Source: an optimization exercise on an open RTL-to-GDS flow (aim: small area and a short achievable clock period). Production flows keep margins and buffers that such runs may drop. For this run, only the layout was checked, not whether the RTL still works. Power and IR drop assume default switching activity.

<file path="flow/design.v">
package yapp_rx_pkg;
    localparam int DEF_DATA_W     = 8;
    localparam int DEF_ADDR_W     = 2;
    localparam int DEF_NUM_CH     = 3;
    localparam int DEF_FIFO_DEPTH = 64;
    localparam int MAX_LEN        = 2**(DEF_DATA_W - DEF_ADDR_W) - 1;
    localparam int PTR_W          = $clog2(DEF_FIFO_DEPTH) + 1;
    localparam logic [1:0] ST_IDLE    = 2'd0;
    localparam logic [1:0] ST_PAYLOAD = 2'd1;
    localparam logic [1:0] ST_PARITY  = 2'd2;
    localparam logic [1:0] ST_DISCARD = 2'd3;
    function automatic logic [31:0] hdr_addr(input logic [31:0] hdr, input int unsigned aw);
        hdr_addr = hdr & ((32'd1 << aw) - 32'd1);
    endfunction
    function automatic logic [31:0] hdr_len(input logic [31:0] hdr, input int unsigned aw);
        hdr_len = hdr >> aw;
    endfunction
endpackage
module yapp_commit_fifo #(
    parameter int DATA_W = 8,
    parameter int DEPTH  = 64,
    parameter int LO     = 8             
) (
    input  logic                      clock,
    input  logic                      reset,
    input  logic                      wr_en,
    input  logic [LO-1:0]             wr_lo,
    input  logic [DEPTH/LO-1:0]       wr_hi,
    input  logic [DATA_W-1:0]         wr_data,
    input  logic                      push,
    input  logic                      commit,
    input  logic                      rewind,
    input  logic [$clog2(DEPTH)-1:0]  commit_addr,
    input  logic [DATA_W-1:0]         hdr,
    input  logic                      rd_en,
    output logic [DATA_W-1:0]         rd_data,
    output logic                      vld,
    output logic                      full_nxt,
    output logic [$clog2(DEPTH)-1:0]  cm_addr
);
    localparam int AW = $clog2(DEPTH);
    localparam int CW = AW + 1;
    localparam int HI = DEPTH / LO;
    logic [DATA_W-1:0] mem [DEPTH];
    logic [LO-1:0]     rd_lo_a, rd_lo_b;    
    logic [HI-1:0]     rd_hi, rd_hi_g;
    logic              from_mem, hdr_take;
    logic [AW-1:0]     cm;           
    logic [CW-1:0]     cu_q;         
    logic [CW-1:0]     occ_q;        
    logic              push_q, fire_q, commit_q, rewind_q;
    logic [CW-1:0]     cu, occ;      
    logic [DATA_W-1:0] dout;
    logic              fire, vld_d, hold;
    logic              occ_full, occ_one_less, cu_full, cu_gt1;
    logic [DATA_W-1:0] mem_q;
    logic [HI-1:0][DATA_W-1:0] row_q;
    always_comb begin
        if (rewind_q) occ = cu_q - CW'(fire_q);
        else          occ = occ_q + CW'(push_q) - CW'(fire_q);
        if (commit_q) cu  = occ_q - CW'(fire_q);
        else          cu  = cu_q - CW'(fire_q);
    end
    assign fire = rd_en && vld;
    assign hold = vld && !rd_en;
    always_comb begin
        if (rewind_q)
            occ_full = fire_q ? (cu_q == CW'(DEPTH + 1)) : (cu_q == CW'(DEPTH));
        else if (push_q == fire_q)
            occ_full = occ_q == CW'(DEPTH);
        else if (push_q)
            occ_full = occ_q == CW'(DEPTH - 1);
        else
            occ_full = occ_q == CW'(DEPTH + 1);
        if (rewind_q)
            occ_one_less = fire_q ? (cu_q == CW'(DEPTH)) : (cu_q == CW'(DEPTH - 1));
        else if (push_q == fire_q)
            occ_one_less = occ_q == CW'(DEPTH - 1);
        else if (push_q)
            occ_one_less = occ_q == CW'(DEPTH - 2);
        else
            occ_one_less = occ_q == CW'(DEPTH);
        if (commit_q) begin
            cu_full = fire_q ? (occ_q == CW'(DEPTH + 1)) : (occ_q == CW'(DEPTH));
            cu_gt1  = fire_q ? (occ_q > CW'(2)) : (occ_q > CW'(1));
        end else begin
            cu_full = fire_q ? (cu_q == CW'(DEPTH + 1)) : (cu_q == CW'(DEPTH));
            cu_gt1  = fire_q ? (cu_q > CW'(2)) : (cu_q > CW'(1));
        end
    end
    assign vld_d        = commit || cu_gt1 || hold;
    assign full_nxt = !fire && !rewind && (occ_full || (occ_one_less && push));
    assign from_mem = vld && cu_gt1;
    assign rd_hi_g  = from_mem ? rd_hi : '0;
    assign hdr_take = commit && !from_mem;
    always_comb begin
        for (int h = 0; h < HI; h++) begin
            row_q[h] = '0;
            for (int l = 0; l < LO; l++)
                row_q[h] = row_q[h] | ({{(DATA_W-DATA_W/2){rd_lo_b[l]}}, {(DATA_W/2){rd_lo_a[l]}}}
                                       & mem[h*LO+l]);
        end
        mem_q = '0;
        for (int h = 0; h < HI; h++)
            mem_q = mem_q | ({DATA_W{rd_hi_g[h]}} & row_q[h]);
    end
    assign rd_data = dout;
    assign cm_addr = cm;
    always_ff @(posedge clock or negedge reset) begin
        if (!reset) begin
            rd_lo_a  <= LO'(2);
            rd_lo_b  <= LO'(2);
            rd_hi    <= HI'(1);
            cm       <= '0;
            cu_q     <= '0;
            occ_q    <= '0;
            push_q   <= 1'b0;
            fire_q   <= 1'b0;
            commit_q <= 1'b0;
            rewind_q <= 1'b0;
            vld      <= 1'b0;
            dout     <= '0;
        end else begin
            if (fire) begin
                rd_lo_a <= {rd_lo_a[LO-2:0], rd_lo_a[LO-1]};
                rd_lo_b <= {rd_lo_b[LO-2:0], rd_lo_b[LO-1]};
            end
            if (fire && rd_lo_a[LO-1]) rd_hi <= {rd_hi[HI-2:0], rd_hi[HI-1]};
            if (commit) cm <= commit_addr;
            cu_q     <= cu;
            occ_q    <= occ;
            push_q   <= push;
            fire_q   <= fire;
            commit_q <= commit;
            rewind_q <= rewind;
            vld      <= vld_d;
            if (!hold) dout <= mem_q | (hdr_take ? hdr : '0);
        end
    end
    for (genvar w = 0; w < DEPTH; w++) begin : g_word
        logic [DATA_W-1:0] q;
        always_ff @(posedge clock) begin
            if (wr_en && wr_hi[w / LO] && wr_lo[w % LO]) q <= wr_data;
        end
        assign mem[w] = q;
    end
endmodule
module yapp_rx_router #(
    parameter int DATA_W     = yapp_rx_pkg::DEF_DATA_W,
    parameter int NUM_CH     = yapp_rx_pkg::DEF_NUM_CH,
    parameter int ADDR_W     = yapp_rx_pkg::DEF_ADDR_W,
    parameter int FIFO_DEPTH = yapp_rx_pkg::DEF_FIFO_DEPTH
) (
    input  logic                       clock,
    input  logic                       reset,
    input  logic [DATA_W-1:0]          in_data,
    input  logic                       in_data_vld,
    output logic                       in_suspend,
    output logic                       error,
    output logic [NUM_CH*DATA_W-1:0]   ch_data,
    output logic [NUM_CH-1:0]          ch_vld,
    input  logic [NUM_CH-1:0]          ch_rd,
    output logic [15:0]                drop_cnt
);
    localparam int LEN_W = DATA_W - ADDR_W;
    localparam int AW    = $clog2(FIFO_DEPTH);
    localparam int LO    = 8;
    localparam int LW    = $clog2(LO);
    localparam int HI    = FIFO_DEPTH / LO;
    logic              s_idle, s_idle_n, s_pay, s_par, s_dis;
    logic              s_idle_d, s_pay_d, s_par_d, s_dis_d;
    logic [DATA_W-1:0] acc, acc_d;
    logic [LEN_W-1:0]  rem, rem_d;
    logic [NUM_CH-1:0] tgt, tgt_d;           
    logic [ADDR_W-1:0] h_addr;
    logic [LEN_W-1:0]  h_len;
    logic              hdr_bad, hdr_ok, match, drop, sus_d;
    logic              rem_one, rem_zero;
    logic [DATA_W-1:0] wr_data_q, hdr_q, hdr_d;
    logic [AW-1:0]     wr_addr_q, wr_addr_d, hdr_addr_sel;
    logic [NUM_CH-1:0] push, commit, rewind;
    logic [NUM_CH-1:0] wr_ch_q;
    logic [LO-1:0]     wr_lo_q, wr_lo_d, inc_lo;
    logic [HI-1:0]     wr_hi_q, wr_hi_d, inc_hi;
    logic [NUM_CH-1:0][LO-1:0] cm_lo;
    logic [NUM_CH-1:0][HI-1:0] cm_hi;
    logic [NUM_CH-1:0][DATA_W-1:0] rd_data;
    logic [NUM_CH-1:0][AW-1:0]     cm_addr;
    logic [NUM_CH-1:0]             full_nxt;
    logic [NUM_CH-1:0]             h_sel;
    logic [AW-1:0]                 wr_addr_inc;
    assign h_addr   = in_data[ADDR_W-1:0];
    assign h_len    = in_data[DATA_W-1:ADDR_W];
    assign hdr_bad  = (h_addr >= ADDR_W'(NUM_CH)) || (h_len == '0);
    assign hdr_ok   = !hdr_bad;
    assign match    = in_data == acc;
    assign rem_one  = rem == LEN_W'(1);
    assign rem_zero = rem == '0;
    assign ch_data  = rd_data;
    assign s_idle   = !s_idle_n;
    assign wr_addr_inc = wr_addr_q + AW'(1);
    for (genvar c = 0; c < NUM_CH; c++) begin : g_sel
        assign h_sel[c] = h_addr == ADDR_W'(c);
    end
    always_comb begin
        hdr_addr_sel = '0;
        for (int c = 0; c < NUM_CH; c++)
            if (h_sel[c]) hdr_addr_sel = cm_addr[c];
    end
    always_comb begin
        s_idle_d  = s_idle;
        s_pay_d   = s_pay;
        s_par_d   = s_par;
        s_dis_d   = s_dis;
        acc_d     = acc;
        hdr_d     = hdr_q;
        rem_d     = rem;
        tgt_d     = tgt;
        wr_addr_d = wr_addr_q;
        push      = '0;
        commit    = '0;
        rewind    = '0;
        drop      = 1'b0;
        if (in_data_vld) begin
            if (s_idle) begin
                rem_d = h_len;
                if (hdr_bad) begin
                    drop     = 1'b1;
                    s_idle_d = 1'b0;
                    s_dis_d  = 1'b1;
                end else begin
                    push      = h_sel;
                    acc_d     = in_data;
                    hdr_d     = in_data;
                    tgt_d     = h_sel;
                    wr_addr_d = hdr_addr_sel;
                    s_idle_d  = 1'b0;
                    s_pay_d   = 1'b1;
                end
            end
            if (s_pay) begin
                push      = tgt;
                acc_d     = acc ^ in_data;
                rem_d     = rem - LEN_W'(1);
                wr_addr_d = wr_addr_inc;
                if (rem_one) begin
                    s_pay_d = 1'b0;
                    s_par_d = 1'b1;
                end
            end
            if (s_par) begin
                if (match) commit = tgt;
                else begin
                    rewind = tgt;
                    drop   = 1'b1;
                end
                s_par_d  = 1'b0;
                s_idle_d = 1'b1;
            end
            if (s_dis) begin
                rem_d = rem - LEN_W'(1);
                if (rem_zero) begin
                    s_dis_d  = 1'b0;
                    s_idle_d = 1'b1;
                end
            end
        end
    end
    always_comb begin
        for (int c = 0; c < NUM_CH; c++)
            for (int i = 0; i < LO; i++) begin
                cm_lo[c][i] = cm_addr[c][LW-1:0] == LW'(i);
                cm_hi[c][i] = cm_addr[c][AW-1:LW] == (AW-LW)'(i);
            end
        for (int i = 0; i < LO; i++) begin
            inc_lo[i] = wr_addr_inc[LW-1:0] == LW'(i);
            inc_hi[i] = wr_addr_inc[AW-1:LW] == (AW-LW)'(i);
        end
        wr_lo_d = '0;
        wr_hi_d = '0;
        if (s_idle) begin
            for (int c = 0; c < NUM_CH; c++)
                if (h_sel[c]) begin
                    wr_lo_d = cm_lo[c];
                    wr_hi_d = cm_hi[c];
                end
        end else begin
            wr_lo_d = inc_lo;
            wr_hi_d = inc_hi;
        end
    end
    assign sus_d = (s_pay_d && |(full_nxt & tgt_d)) || (s_idle_d && |full_nxt);
    always_ff @(posedge clock or negedge reset) begin
        if (!reset) begin
            s_idle_n   <= 1'b0;
            s_pay      <= 1'b0;
            s_par      <= 1'b0;
            s_dis      <= 1'b0;
            wr_ch_q    <= '0;
            in_suspend <= 1'b0;
            error      <= 1'b0;
            drop_cnt   <= '0;
        end else begin
            s_idle_n   <= !s_idle_d;
            s_pay      <= s_pay_d;
            s_par      <= s_par_d;
            s_dis      <= s_dis_d;
            wr_ch_q    <= push;
            in_suspend <= sus_d;
            error      <= drop;
            if (drop && drop_cnt != 16'hFFFF) drop_cnt <= drop_cnt + 16'd1;
        end
    end
    always_ff @(posedge clock) begin
        acc       <= acc_d;
        hdr_q     <= hdr_d;
        rem       <= rem_d;
        tgt       <= tgt_d;
        wr_addr_q <= wr_addr_d;
        wr_data_q <= in_data;
        wr_lo_q   <= wr_lo_d;
        wr_hi_q   <= wr_hi_d;
    end
    for (genvar c = 0; c < NUM_CH; c++) begin : g_ch
        yapp_commit_fifo #(.DATA_W(DATA_W), .DEPTH(FIFO_DEPTH), .LO(LO)) u_fifo (
            .clock       (clock),
            .reset       (reset),
            .wr_en       (wr_ch_q[c]),
            .wr_lo       (wr_lo_q),
            .wr_hi       (wr_hi_q),
            .wr_data     (wr_data_q),
            .push        (push[c]),
            .commit      (commit[c]),
            .rewind      (rewind[c]),
            .commit_addr (wr_addr_inc),
            .hdr         (hdr_q),
            .rd_en       (ch_rd[c]),
            .rd_data     (rd_data[c]),
            .vld         (ch_vld[c]),
            .full_nxt    (full_nxt[c]),
            .cm_addr     (cm_addr[c])
        );
    end
endmodule
</file>
<file path="flow/flow/run.sh">
#!/bin/bash
# The standard layout, with two changes: clock tree synthesis adds no dummy
# loads, and after placement each output buffer is moved next to the
# flip-flop that drives it (flow/obuf.tcl). Tool output goes to logs in this
# folder; ORFS keeps its per-step logs under orfs/logs.
set -euo pipefail
CTS="CTS_ARGS=-sink_clustering_enable -repair_clock_nets -sink_clustering_size 24 -sink_clustering_max_diameter 60 -dont_use_dummy_load"
bash standard.sh place "$CTS" > standard_place.log 2>&1
RES=$(ls -d orfs/results/*/*/base)
PLACE_ODB=$PWD/$RES/3_place.odb CELL_PAD_IN_SITES_DETAIL_PLACEMENT=0 \
  openroad -no_init -exit flow/obuf.tcl > obuf.log 2>&1
bash standard.sh finish "$CTS" > standard.log 2>&1
</file>
<file path="flow/flow/obuf.tcl">
# Put each output port's buffer right next to the flip-flop that drives it, so
# the buffer, not the flip-flop, drives the wire out to the pin. Then legalize.
read_db $::env(PLACE_ODB)
set block [ord::get_db_block]
set moved 0
foreach bt [$block getBTerms] {
  if {[$bt getIoType] ne "OUTPUT"} { continue }
  set net [$bt getNet]
  set buf ""
  foreach it [$net getITerms] { if {[$it isOutputSignal]} { set buf [$it getInst] } }
  if {$buf eq ""} { continue }
  set a [$buf findITerm A]
  if {$a eq "NULL" || $a eq ""} { continue }
  set ff ""
  foreach it [[$a getNet] getITerms] { if {[$it isOutputSignal]} { set ff [$it getInst] } }
  if {$ff eq ""} { continue }
  set loc [$ff getLocation]
  set w [[$ff getMaster] getWidth]
  $buf setOrient [$ff getOrient]
  $buf setLocation [expr {[lindex $loc 0] + $w}] [lindex $loc 1]
  incr moved
}
puts "moved $moved output buffers"
set_placement_padding -global -left $::env(CELL_PAD_IN_SITES_DETAIL_PLACEMENT) -right $::env(CELL_PAD_IN_SITES_DETAIL_PLACEMENT)
detailed_placement
check_placement -verbose
write_db $::env(PLACE_ODB)
</file>
<file path="flow/standard.sh">
#!/bin/bash
# synth_recipe.tcl (not shown) runs the flow's synth.tcl, then flattens the netlist and writes it again
# the make line also repeats each setting of config.mk as NAME=value (left out here)
make -C /OpenROAD-flow-scripts/flow DESIGN_CONFIG=/design/flow/config.mk WORK_HOME=/design/flow/orfs CLKGATE_MAP_FILE= SYNTH_SCRIPT=/design/flow/synth_recipe.tcl "${@:-finish}"
</file>
<file path="flow/config.mk">
export PLATFORM = sky130hd
export DESIGN_NAME = yapp_rx_router
export DESIGN_NICKNAME = yapp_rx_router
export VERILOG_FILES = /design/flow/design.v
export SDC_FILE = /design/flow/constraint.sdc
export NUM_CORES = 4
export LEC_CHECK = 0
export ABC_CLOCK_PERIOD_IN_PS = 2400
export CAP_MARGIN = 20
export CORE_MARGIN = 2
export CORE_UTILIZATION = 55
export CTS_CLUSTER_DIAMETER = 60
export CTS_CLUSTER_SIZE = 24
export PLACE_DENSITY = 0.7
export SETUP_SLACK_MARGIN = 3.1
export SLEW_MARGIN = 20
</file>
<file path="flow/constraint.sdc">
create_clock -name core_clock -period 5.5 [get_ports {clock}]
set_input_delay 1.1000 -clock core_clock [delete_from_list [all_inputs] [get_ports {clock}]]
set_output_delay 1.1000 -clock core_clock [all_outputs]
set_load 0.01 [all_outputs]
</file>
==> notes.md <==
## flip-flops by register name, summed over array words and instances (netlist names), 2 cells and up
name and cells:
drop_cnt 16, g_ch.u_fifo.occ_q 21, wr_hi_q 8, g_ch.u_fifo.commit_q 3
hdr_q 8, g_ch.u_fifo.fire_q 3, wr_data_q 8, g_ch.u_fifo.rd_lo_b 24
acc 8, g_ch.u_fifo.cm 18, g_ch.u_fifo.dout 24, g_ch.u_fifo.rd_hi 24
wr_addr_q 6, g_ch.u_fifo.vld 3, g_ch.u_fifo.rd_lo_a 24, tgt 3
g_ch.u_fifo.rewind_q 3, g_ch.u_fifo.g_word.q 1536, wr_lo_q 8, wr_ch_q 2
rem 6, g_ch.u_fifo.cu_q 21
## timing repair
action,4_1_cts,5_1_grt
setup endpoints to repair,182,87
setup buffers,61,32
pin swaps,17,39
endpoints found under the hold margin,0,0
hold buffers,0,0
resized for setup,361,102
cloned,0,1
## power breakdown
group	leakage, nW	switching [mW]	internal, mW
logic	6.73	2.01	1.24
clock network	1.45	4.12	3.76
registers	16.7	0.895	15.2
total	24.9	7.03	20.2
## metal layers
metal / vias up / global-route usage
met1: 20900 / 0.407
met5: - / 0
li1: 17300 / -
met2: 2489 / 0.435
met4: 12 / 0.0858
met3: 336 / 0.0738
## through the flow
step	worst slack [ns]	cell area (µm²)	total power [mW]
2_1_floorplan	2.75	68900	17.9
3_3_place_gp	1.62	70900	19.1
3_5_place_dp	1.52	70900	19.1
4_1_cts	3.08	74600	27.0
5_1_grt	2.97	75200	28.1
6_report	3.05	75300	27.2
## worst register-to-register path: stages, from the launching register on
cell     delay [ns]
dfrtp_4        0.63
buf_4          0.29
a22oi_1        0.21
nand4_1        0.27
a22oi_2        0.34
nand4_1        0.27
nor2_1         0.21
o31ai_1        0.10
## kinds of logic after synthesis
logic type                 Yosys count
AOI/OAI and AO/OA                 1079
xor gates and xnor gates            91
adders and majority gates           74
buffers and inverters              387
DFF                               1784
muxes                               95
and+or+nand+nor                    791
## synthesized netlist by cell type, types with 36 or more instances
cell	n
ha_1	71
nand4_1	226
dfrtp_1	184
edfxtp_1	1564
nor3_1	36
clkbuf_1	292
mux2_2	73
o21ai_0	54
xnor2_1	62
a21oi_1	62
a22oi_1	864
nor2_1	81
and3_1	205
nand2_1	138
inv_1	76
## final cells by class
class | count | area (µm²) | area share
flip-flops and latches | 1784 | 52500 | 0.698
multi-input cells | 2131 | 15500 | 0.207
clock buffers | 118 | 2950 | 0.0392
well taps | 1637 | 2050 | 0.0272
repair buffers | 215 | 1880 | 0.0250
inverters | 78 | 305 | 0.00406
diodes | 13 | 32.5 | 0.000432
## cells in the final DEF (no fill, tap or decap), drive strengths merged, types with 71 or more instances in the layout
| cell type | Yosys | layout |
|---|---|---|
| and3 | 205 | 205 |
| inv | 76 | 74 |
| buf | 15 | 205 |
| nand4 | 226 | 226 |
| a22oi | 864 | 864 |
| clkbuf | 294 | 123 |
| dfrtp | 184 | 184 |
| nand2 | 139 | 139 |
| mux2 | 73 | 73 |
| edfxtp | 1564 | 1564 |
| nor2 | 81 | 81 |
| ha | 71 | 71 |
## worst max-delay path by stage
stage	end	cells after the start
finish	g_ch[0].u_fifo.dout[1]$_DFFE_PN0N_	7
global route	g_ch[0].u_fifo.dout[1]$_DFFE_PN0N_	7
CTS	g_ch[2].u_fifo.dout[7]$_DFFE_PN0N_	7
detailed placement	g_ch[2].u_fifo.dout[7]$_DFFE_PN0N_	8
global placement	g_ch[2].u_fifo.dout[7]$_DFFE_PN0N_	8
floorplan	in_suspend$_DFF_PN0_	7
==> impl_results.md <==
* Distinct cells, synth at 74
* CP Class: flop to flop
* Synth warnings at 3
* Post-Syn Area at 68,900 µm²
* RSZ-0062 raised after global routing: yes
* Placed insts at approximately 5,800
* Main synth FF type: edfxtp_1
* Tot GR Track Use at 0.285
* Pre-antenna DRT Iters at 6
* DR vias/cell at ~6.9
* H-Tree Depth at 3
* Tcrit/Tclk final at 0.446
* Core ar. at 124,000 µm²
* Number of global-route vias before repair at 39,500
* Family with the most delay on the worst path: simple AND/OR/NAND/NOR gates
* Initial Util at 0.556
* Fin util at 0.607
* CP bufs+invs at 1
* Metal2 WL at between 80,000 and 90,000 µm
* Slew headroom at 0.133
* CP Launch Point: g_ch[0].u_fifo.rd_lo_a[5]$_DFFE_PN0P_
* Global route overflow at 0
* Top cell type's share of synthesized area at 0.682
* Async S/R FF share, synth at 0.108
* Crit path time final at 2.45 ns
* Yosys reg bits at 1,784
* Met3 wire length at 23,000 µm
* Max Used Layer: met5
* First-pass GRT wire length at 268,000 µm
* Die Footprint at 128,000 µm²
* Nets at roughly 4,400
* Mux share of post-synthesis cell area at 0.0151
* Post-Syn Instances at 4,301
* Routed wire length per instance at 30.8 µm
* Critical R2R Launch: g_ch[0].u_fifo.rd_lo_a[5]$_DFFE_PN0P_
* Final cell count without fillers at about 6,000
* Hold Slack at 0.473 ns
* DRT Wirelength at 184,000 µm
* Pin count of the biggest net entering global routing at 117
* Dpl hpwl at about 110,000 µm
* Net Count, Synth at 4,389
* MaxCap Viol Count at 0
* Row Count at 129
* Hold Crit Class: primary input to async pin
* Status: no timing/DRC/antenna violations
* Synth Area in Simple Gates at 0.0637
* Layout cells sized above 1 at 0.139
* RePlAce Congestion at 0.896
* EDFF count, synth at around 1,600
* Compound-gate portion of the synthesized area at 0.114
* CTS buffer count at approximately 120
* Max Freq at 0.408 GHz
* Final clock skew at approximately 0.090 ns
* Sequential fraction of the synthesis area at 0.760
* CP max stage delay at between 0.6 and 0.7 ns
* VDD IR max at between 0.3 and 0.4 mV
* CP max FO at 18
* Worst Tran Pin Value at roughly 1.3 ns
* TritonCTS clock tree: done
* I/O Buffers at 58
* R2r worst-path depth at 7
* Most numerous cell on the critical path: nand4_1
* Synth Area in Adders at 0.0138
* RR Endpoint: g_ch[0].u_fifo.dout[1]$_DFFE_PN0N_
* Post-route ant nets at 0
* M1 WL at between 70,000 and 80,000 µm
* Reg2Reg Setup Slack at 3.05 ns
* # setup viols final at 0
* WP data arrival at roughly 3 ns
* CP startpoint kind: flop
* Via count at 41,000
* Clock Tree Root: clkbuf_16
* Area leader, netlist: edfxtp_1
* Fillcell total at 8,990
* Fin. Hold Viols at 0
* Slowest-stage cell, CP: dfrtp_4
* Clk slew on worst S/H paths at 0.09 ns
* Horiz. Die Dim at ~360 µm
* Crit-path cells: buf_4, a22oi_1, nand4_1, a22oi_2, nand4_1, nor2_1, o31ai_1
* CP endpoint kind: flop
* Cell Pwr Density at 362 nW/µm²
* Initial DRC count at about 5,800
* Synth area leaders: edfxtp_1, a22oi_1, dfrtp_1, nand4_1, and3_1
* Clock Path Buffers at 3
* Initial antenna violation count at 12
* # IOs at 59
* DRC viols at 0
* Synth Area in XOR/XNOR at 0.0116
* Setup TNS at 0 ns
* Die H at 358 µm
* Largest family of logic cells by synthesized area: compound AO/OA/AOI/OAI gates
* Pins Over Slew Limit at 0
* Lkg Pwr at 24.9 nW
* TritonCTS Sinks at about 1,800
* Clock Latency Late Sink at 0.75 ns
* Worst EP required at 6.09 ns
* P&R area growth vs syn at 9.31%
* Average size of a mapped cell at 16.0 µm²

-- re-timing with driven ports --
Ports are ideal in the flow. The routed layout listed here was re-timed in OpenROAD. Step 1: set_driving_cell puts a clkbuf_16 on clock and a buf_2 on each other input, an assumption about the parent block. Step 2, shift: input delay + t, output delay - t, t = (earliest + latest rising clock arrival at the registers) / 2. This alone moves slack from input paths to output paths. a / b / c = ideal / step 1 / step 2; a / b = the first two.
shift t [ns]: 0.779
slack for setup (ns): 3.049 / 3.024 / 2.312
clock arrival spread, ns: 0.105 / 0.105
slew at the worst register clock pin (ns): 0.09 / 0.09
pins driven straight from the clock port: 1
After both steps this run still meets setup and hold. For this run, drivers alone change the setup slack by -0.025 ns; drivers and shift together by -0.737 ns.
